Context: an optimization exercise on an open-source flow, tuned for small area, a short achievable clock period and few clock cycles per item. The choices shown serve that exercise and are no tape-out recipe.
The RTL was checked by simulation tests, not by an equivalence proof against the original design.
Power and IR drop assume default switching activity.

## ember
==> flow/design.v <==
`timescale 1ns/1ps
package cvt_types_pkg;
	typedef enum logic [2:0] {
		IDLE,
		CFG_READ,      
		STORE,         
		SORT,          
		OUTPUT,        
		CLEAR_CNT      
	} cvt_state_e;
	typedef enum logic [31:0] {
		MODE_CHANNEL_MAJOR = 32'd1,    
		MODE_ROW_MAJOR     = 32'd2     
	} cvt_mode_e;
endpackage
`timescale 1ns/1ps
package cvt_cfg_pkg;
	typedef logic [31:0] cfg_field_t;
	typedef struct packed {
		logic [31:0] mode;          
		cfg_field_t ch_step;         
		cfg_field_t chpart_step;     
		cfg_field_t ch_part_num;     
	} cvt_cfg_t;
endpackage
`timescale 1ns/1ps
module cvt_top (
	input  logic                      clk,
	input  logic                      reset,
	input  logic [64-1:0] din_data,
	input  logic                      din_empty_n,
	output logic                      din_read,
	input  logic                      dout_full_n,
	output logic [64-1:0] dout_data,
	output logic                      dout_last,
	output logic                      dout_write
);
	localparam int W  = 64;
	localparam int N  = 32;    
	localparam int RP = 30;                 
	typedef struct packed {
		logic       cm;     
		logic [3:0] cs;     
		logic [3:0] ps;     
		logic       p2;     
	} cfg_t;
	typedef struct packed {
		logic        bank;
		logic [2:0]  bsel;       
		logic [31:0] addr;       
		logic [15:0] csel;       
	} bsel_t;
	function automatic logic [31:0] lane_base(input logic [3:0] cs);
		for (int k = 0; k < 8; k++) begin
			lane_base[4*k +: 4] = 4'(k * cs);
		end
	endfunction
	function automatic logic [31:0] lane_add(input logic [31:0] a, input logic [3:0] ps);
		for (int k = 0; k < 8; k++) begin
			lane_add[4*k +: 4] = a[4*k +: 4] + ps;
		end
	endfunction
	logic [5:0]   nxt;          
	logic [4:0]   ph;           
	logic [4:0]   in_base;      
	logic [5:0]   in_cnt;       
	logic         in_full;      
	logic         a_cm;         
	logic         ld_hit;       
	logic         load;         
	logic         take;
	logic         ins;          
	logic         ins0;         
	logic         tl;           
	logic         w0_ok;
	logic         ow_ok;
	logic         rd_if_take;
	logic         rd_if_not;
	logic [4:0]   slot_head;    
	logic [4:0]   slot_want;    
	logic [5:0]   nxt_w;
	logic [W-1:0] ring [N];
	cfg_t         cfg_in;
	cfg_t         cfg_a;
	cfg_t         cfg_b;
	cfg_t         cfg_ld;
	logic         rd_active;
	logic [4:0]   rd_base;
	logic [4:0]   rd_ph;        
	logic [5:0]   rd_cnt;       
	logic         rd_is_in;     
	logic         rm_pend;      
	logic         rd_hit;       
	logic         rd_avail;     
	logic [5:0]   lead;         
	logic         rd_go;
	logic         pickup;
	logic [4:0]   ow_word;      
	logic [4:0]   ph1;          
	logic [4:0]   rd_ph0;       
	logic [5:0]   rd_cnt1;      
	logic [5:0]   in_cnt_n;     
	logic         din_is1;      
	logic         din_is2;      
	logic         tk_c0_q;      
	logic         tk_c1_q;      
	logic         b_full;
	logic [4:0]   e;
	logic         out_rdy;
	logic         s_adv;
	logic         issue;
	assign take  = din_read & din_empty_n;
	assign ph1      = ph + 5'd1;
	assign rd_ph0   = in_base + 5'd31;    
	assign rd_cnt1  = rd_cnt + 6'd1;
	assign in_cnt_n = in_cnt + {5'd0, ins};
	assign ins   = take & (nxt >= 6'd2);
	assign ins0  = take & (nxt == 6'd2);
	assign tl    = take & (nxt == 6'd33);
	assign slot_head = ph1;
	assign nxt_w     = nxt - 6'd2;
	assign slot_want = in_base + nxt_w[4:0];
	assign ow_word   = slot_head - rd_base;
	assign ow_ok   = ~rd_active | rd_is_in | ({1'b0, ow_word} < rd_cnt)
		| (({1'b0, ow_word} == rd_cnt) & rd_go);
	assign w0_ok   = (~a_cm | load) & ~rm_pend & ow_ok;
	always_comb begin
		if (nxt < 6'd2) begin
			rd_if_not = 1'b1;
		end else if (nxt == 6'd2) begin
			rd_if_not = w0_ok;
		end else begin
			rd_if_not = ow_ok & (slot_head == slot_want);
		end
		if (nxt == 6'd1) begin
			rd_if_take = w0_ok;
		end else if ((nxt >= 6'd2) && (nxt <= 6'd32)) begin
			rd_if_take = ow_ok;
		end else begin
			rd_if_take = 1'b1;
		end
	end
	always_ff @(posedge clk or posedge reset) begin
		if (reset) begin
			din_read <= 1'b0;
			nxt      <= '0;
			ph       <= '0;
			in_base  <= '0;
			in_cnt   <= '0;
			tk_c0_q  <= 1'b0;
			tk_c1_q  <= 1'b0;
			in_full  <= 1'b0;
			a_cm     <= 1'b0;
			ld_hit   <= 1'b0;
		end else begin
			din_read <= take ? rd_if_take : rd_if_not;
			if (take) nxt <= (nxt == 6'd33) ? 6'd0 : nxt + 6'd1;
			ph       <= ph + 5'd1;
			if (ins0) in_base <= ph;
			if (ins)  in_cnt  <= nxt - 6'd1;
			tk_c0_q <= take & (nxt == 6'd0);
			tk_c1_q <= take & (nxt == 6'd1);
			if (ins0) begin
				in_full <= 1'b0;
			end else if (tl) begin
				in_full <= 1'b1;
			end
			if (load) begin
				a_cm <= 1'b0;
			end else if (take & (nxt == 6'd2) & cfg_in.cm) begin
				a_cm <= 1'b1;
			end
			ld_hit <= (ph1 == in_base);
		end
	end
	always_ff @(posedge clk) begin
		din_is1 <= (din_data[W-1 -: 32] == 32'd1);
		din_is2 <= (din_data[31:0] == 32'd2);
		if (take & (nxt == 6'd0)) cfg_in.cs <= din_data[3:0];
		if (take & (nxt == 6'd1)) cfg_in.ps <= din_data[35:32];
		if (tk_c0_q) cfg_in.cm <= din_is1;
		if (tk_c1_q) cfg_in.p2 <= din_is2;
		if (tl) cfg_a <= cfg_in;
		if (load) cfg_b <= cfg_ld;
	end
	always_ff @(posedge clk) begin
		ring[0] <= ins ? din_data : ring[N-1];
		for (int p = 1; p < N; p++) begin
			ring[p] <= ring[p-1];
		end
	end
	assign rd_avail = ~rd_is_in | (lead != 6'd0);
	assign rd_go    = rd_active & s_adv & ~b_full & rd_hit & rd_avail;
	assign pickup = ~rd_active & rm_pend;
	always_ff @(posedge clk or posedge reset) begin
		if (reset) begin
			rd_active <= 1'b0;
			rd_base   <= '0;
			rd_ph     <= '0;
			rd_cnt    <= '0;
			rd_is_in  <= 1'b0;
			rm_pend   <= 1'b0;
			rd_hit    <= 1'b0;
			lead      <= '0;
		end else begin
			if (pickup) begin
				rd_active <= 1'b1;
				rd_base   <= in_base;
				rd_ph     <= rd_ph0;
				rd_cnt    <= '0;
				rd_is_in  <= ~in_full & ~tl;
				rm_pend   <= 1'b0;
				rd_hit    <= (ph1 == rd_ph0);
				lead      <= in_cnt_n;
			end else begin
				if (ins0 & ~cfg_in.cm) rm_pend <= 1'b1;
				if (tl) rd_is_in <= 1'b0;
				if (rd_go) begin
					rd_ph  <= rd_ph + 5'd1;
					rd_cnt <= rd_cnt1;
					if (rd_cnt == 6'd31) rd_active <= 1'b0;
					rd_hit   <= (ph == rd_ph);
				end else begin
					rd_hit   <= (ph1 == rd_ph);
				end
				lead <= lead + {5'd0, ins} - {5'd0, rd_go};
			end
		end
	end
	logic [W-1:0] bmem [N];
	logic [7:0]   bbyte [N][8];    
	bsel_t        nb;           
	bsel_t        nb_n;
	logic [4:0]   e1;
	logic [31:0]  kc0;          
	logic [31:0]  kc1;          
	logic [7:0]   colb [16];    
	logic         s_vld;
	logic         s_last;
	logic [7:0]   s_colb [16];
	logic [15:0]  s_lsel [8];   
	assign load   = a_cm & ld_hit & in_full & ~b_full;
	assign cfg_ld = cfg_a;
	always_ff @(posedge clk) begin
		if (load) begin
			for (int j = 0; j < N; j++) begin
				bmem[j] <= ring[N-1-j];
			end
		end
	end
	assign out_rdy = ~dout_write | dout_full_n;
	assign s_adv   = ~s_vld | out_rdy;
	assign issue   = s_adv & b_full;
	assign e1 = e + 5'd1;
	always_comb begin
		logic part;
		logic col;
		part = 1'b0;
		col  = 1'b0;
		if (load) begin
			nb_n.bank = 1'b0;
			nb_n.bsel = 3'd0;
			nb_n.addr = lane_base(cfg_ld.cs);
			nb_n.csel = 16'd1;
		end else begin
			if (cfg_b.p2) begin
				part      = e1[0];
				nb_n.bank = e1[1];
				nb_n.bsel = e1[4:2];
				col       = 1'b0;
			end else begin
				part      = 1'b0;
				nb_n.bank = e1[0];
				nb_n.bsel = e1[3:1];
				col       = e1[4];
			end
			for (int k = 0; k < 8; k++) begin
				nb_n.addr[4*k +: 4] = (part ? kc1[4*k +: 4] : kc0[4*k +: 4]) + {3'd0, col};
			end
			nb_n.csel = 16'd1 << {nb_n.bank, nb_n.bsel};
		end
	end
	always_comb begin
		for (int j = 0; j < N; j++) begin
			for (int b = 0; b < 8; b++) bbyte[j][b] = bmem[j][W-1 - 8*b -: 8];
		end
		for (int a = 0; a < 16; a++) begin
			colb[a] = '0;
			for (int c = 0; c < 16; c++) begin
				colb[a] = colb[a] | ({8{nb.csel[c]}} & bbyte[{c[3], 4'(a)}][c[2:0]]);
			end
		end
	end
	always_ff @(posedge clk or posedge reset) begin
		if (reset) begin
			b_full <= 1'b0;
			e      <= '0;
			s_vld  <= 1'b0;
			s_last <= 1'b0;
		end else begin
			if (load) begin
				b_full <= 1'b1;
				e      <= '0;
			end else if (issue) begin
				e <= e + 5'd1;
				if (e == 5'd31) b_full <= 1'b0;    
			end
			if (issue) begin
				s_vld  <= 1'b1;
				s_last <= (e == 5'd31);
			end else if (rd_go) begin
				s_vld  <= 1'b1;
				s_last <= (rd_cnt == 6'd31);
			end else if (s_adv) begin
				s_vld  <= 1'b0;
			end
		end
	end
	always_ff @(posedge clk) begin
		if (load | issue) nb <= nb_n;
		if (load) begin
			kc0 <= lane_base(cfg_ld.cs);
			kc1 <= lane_add(lane_base(cfg_ld.cs), cfg_ld.ps);
		end
		if (issue) begin
			for (int a = 0; a < 16; a++) s_colb[a] <= colb[a];
			for (int k = 0; k < 8; k++) s_lsel[k] <= 16'd1 << nb.addr[4*k +: 4];
		end else if (rd_go) begin
			for (int a = 0; a < 8; a++) s_colb[a] <= ring[RP][W-1 - 8*a -: 8];
			for (int k = 0; k < 8; k++) s_lsel[k] <= 16'd1 << k;
		end
	end
	logic [W-1:0] g_cm;
	always_comb begin
		for (int k = 0; k < 8; k++) begin
			g_cm[W-1 - 8*k -: 8] = '0;
			for (int a = 0; a < 16; a++) begin
				g_cm[W-1 - 8*k -: 8] = g_cm[W-1 - 8*k -: 8] | ({8{s_lsel[k][a]}} & s_colb[a]);
			end
		end
	end
	always_ff @(posedge clk or posedge reset) begin
		if (reset) begin
			dout_write <= 1'b0;
			dout_last  <= 1'b0;
		end else if (out_rdy) begin
			dout_write <= s_vld;
			dout_last  <= s_last;
		end
	end
	always_ff @(posedge clk or posedge reset) begin
		if (reset) begin
			dout_data <= '0;
		end else if (out_rdy & s_vld) begin
			dout_data <= g_cm;
		end
	end
endmodule
Settings: LEC_CHECK=0, ABC_CLOCK_PERIOD_IN_PS=2700, CAP_MARGIN=20, CORE_MARGIN=2, CORE_UTILIZATION=60, CTS_CLUSTER_DIAMETER=70, CTS_CLUSTER_SIZE=25, SETUP_SLACK_MARGIN=3.3, SLEW_MARGIN=20, TNS_END_PERCENT=20; clock period 6.0 ns.
run.sh (not shown) runs the stock make flow with config.mk's settings and CLKGATE_MAP_FILE= SYNTH_SCRIPT=/design/flow/synth_recipe.tcl, a recipe that flattens the netlist after the stock synthesis.
ember was carried through to the last stage, and its layout satisfied the timing, DRC and antenna checks.
Testbench counts of ember, summed over its fixed seeds: cycles 3,550, frames 96.
Setup changes, ember to fjord
-- flow/design.v --
<<< ember, line 317
		end
	end
	always_ff @(posedge clk) begin
		if (load | issue) nb <= nb_n;
		if (load) begin
			kc0 <= lane_base(cfg_ld.cs);
>>> fjord, line 317
		end
	end
	always_ff @(posedge clk or posedge reset) begin
		if (reset) begin
			nb <= '0;
		end else if (load | issue) begin
			nb <= nb_n;
		end
	end
	always_ff @(posedge clk) begin
		if (load) begin
			kc0 <= lane_base(cfg_ld.cs);
Between fjord and ember, it is fjord whose setup slack is lower, by 11 ps.
According to the power report, total power for fjord is lower than for ember.
[compare] base=ember new=fjord: cell-internal power fell 9.2%; area overhead of the layout relative to synthesis has remained practically unchanged; endpoint required time on the critical path now sits higher; wire length of the first global-routing pass increased by 1.4% relative to the old numbers; maximum clock frequency fell by about 0.4%.
Wire length, ember and fjord: higher on fjord
Testbench counts of fjord, summed over its fixed seeds: cycles 3,550, frames 96.

==> port drivers added, routing unchanged <==
In the flow no input, the clock included, has a driving cell. The finished layouts below were timed again as built, in two steps.
Step 1, drivers: a clkbuf_16 drives clk and a buf_2 each remaining input, both assumed.
Step 2, shift: input delay + t, output delay - t, t = (earliest + latest rising clock arrival at the registers) / 2. This alone moves slack from input paths to output paths.
a / b / c = ideal ports / drivers / drivers and shift; a / b = the first two.
run | shift t [ns] | slack for setup (ns) | worst setup path at the end | worst data-port slew with drivers (ns)
ember | 0.987 | 3.129 / 3.129 / 2.535 | input to register | 0.20
fjord | 0.967 | 3.118 / 3.110 / 2.464 | input to register | 0.23
After both steps setup and hold are still met in every run listed. The setup slack of fjord, which loses most, moves by -0.008 ns with the drivers and by -0.654 ns with both steps.
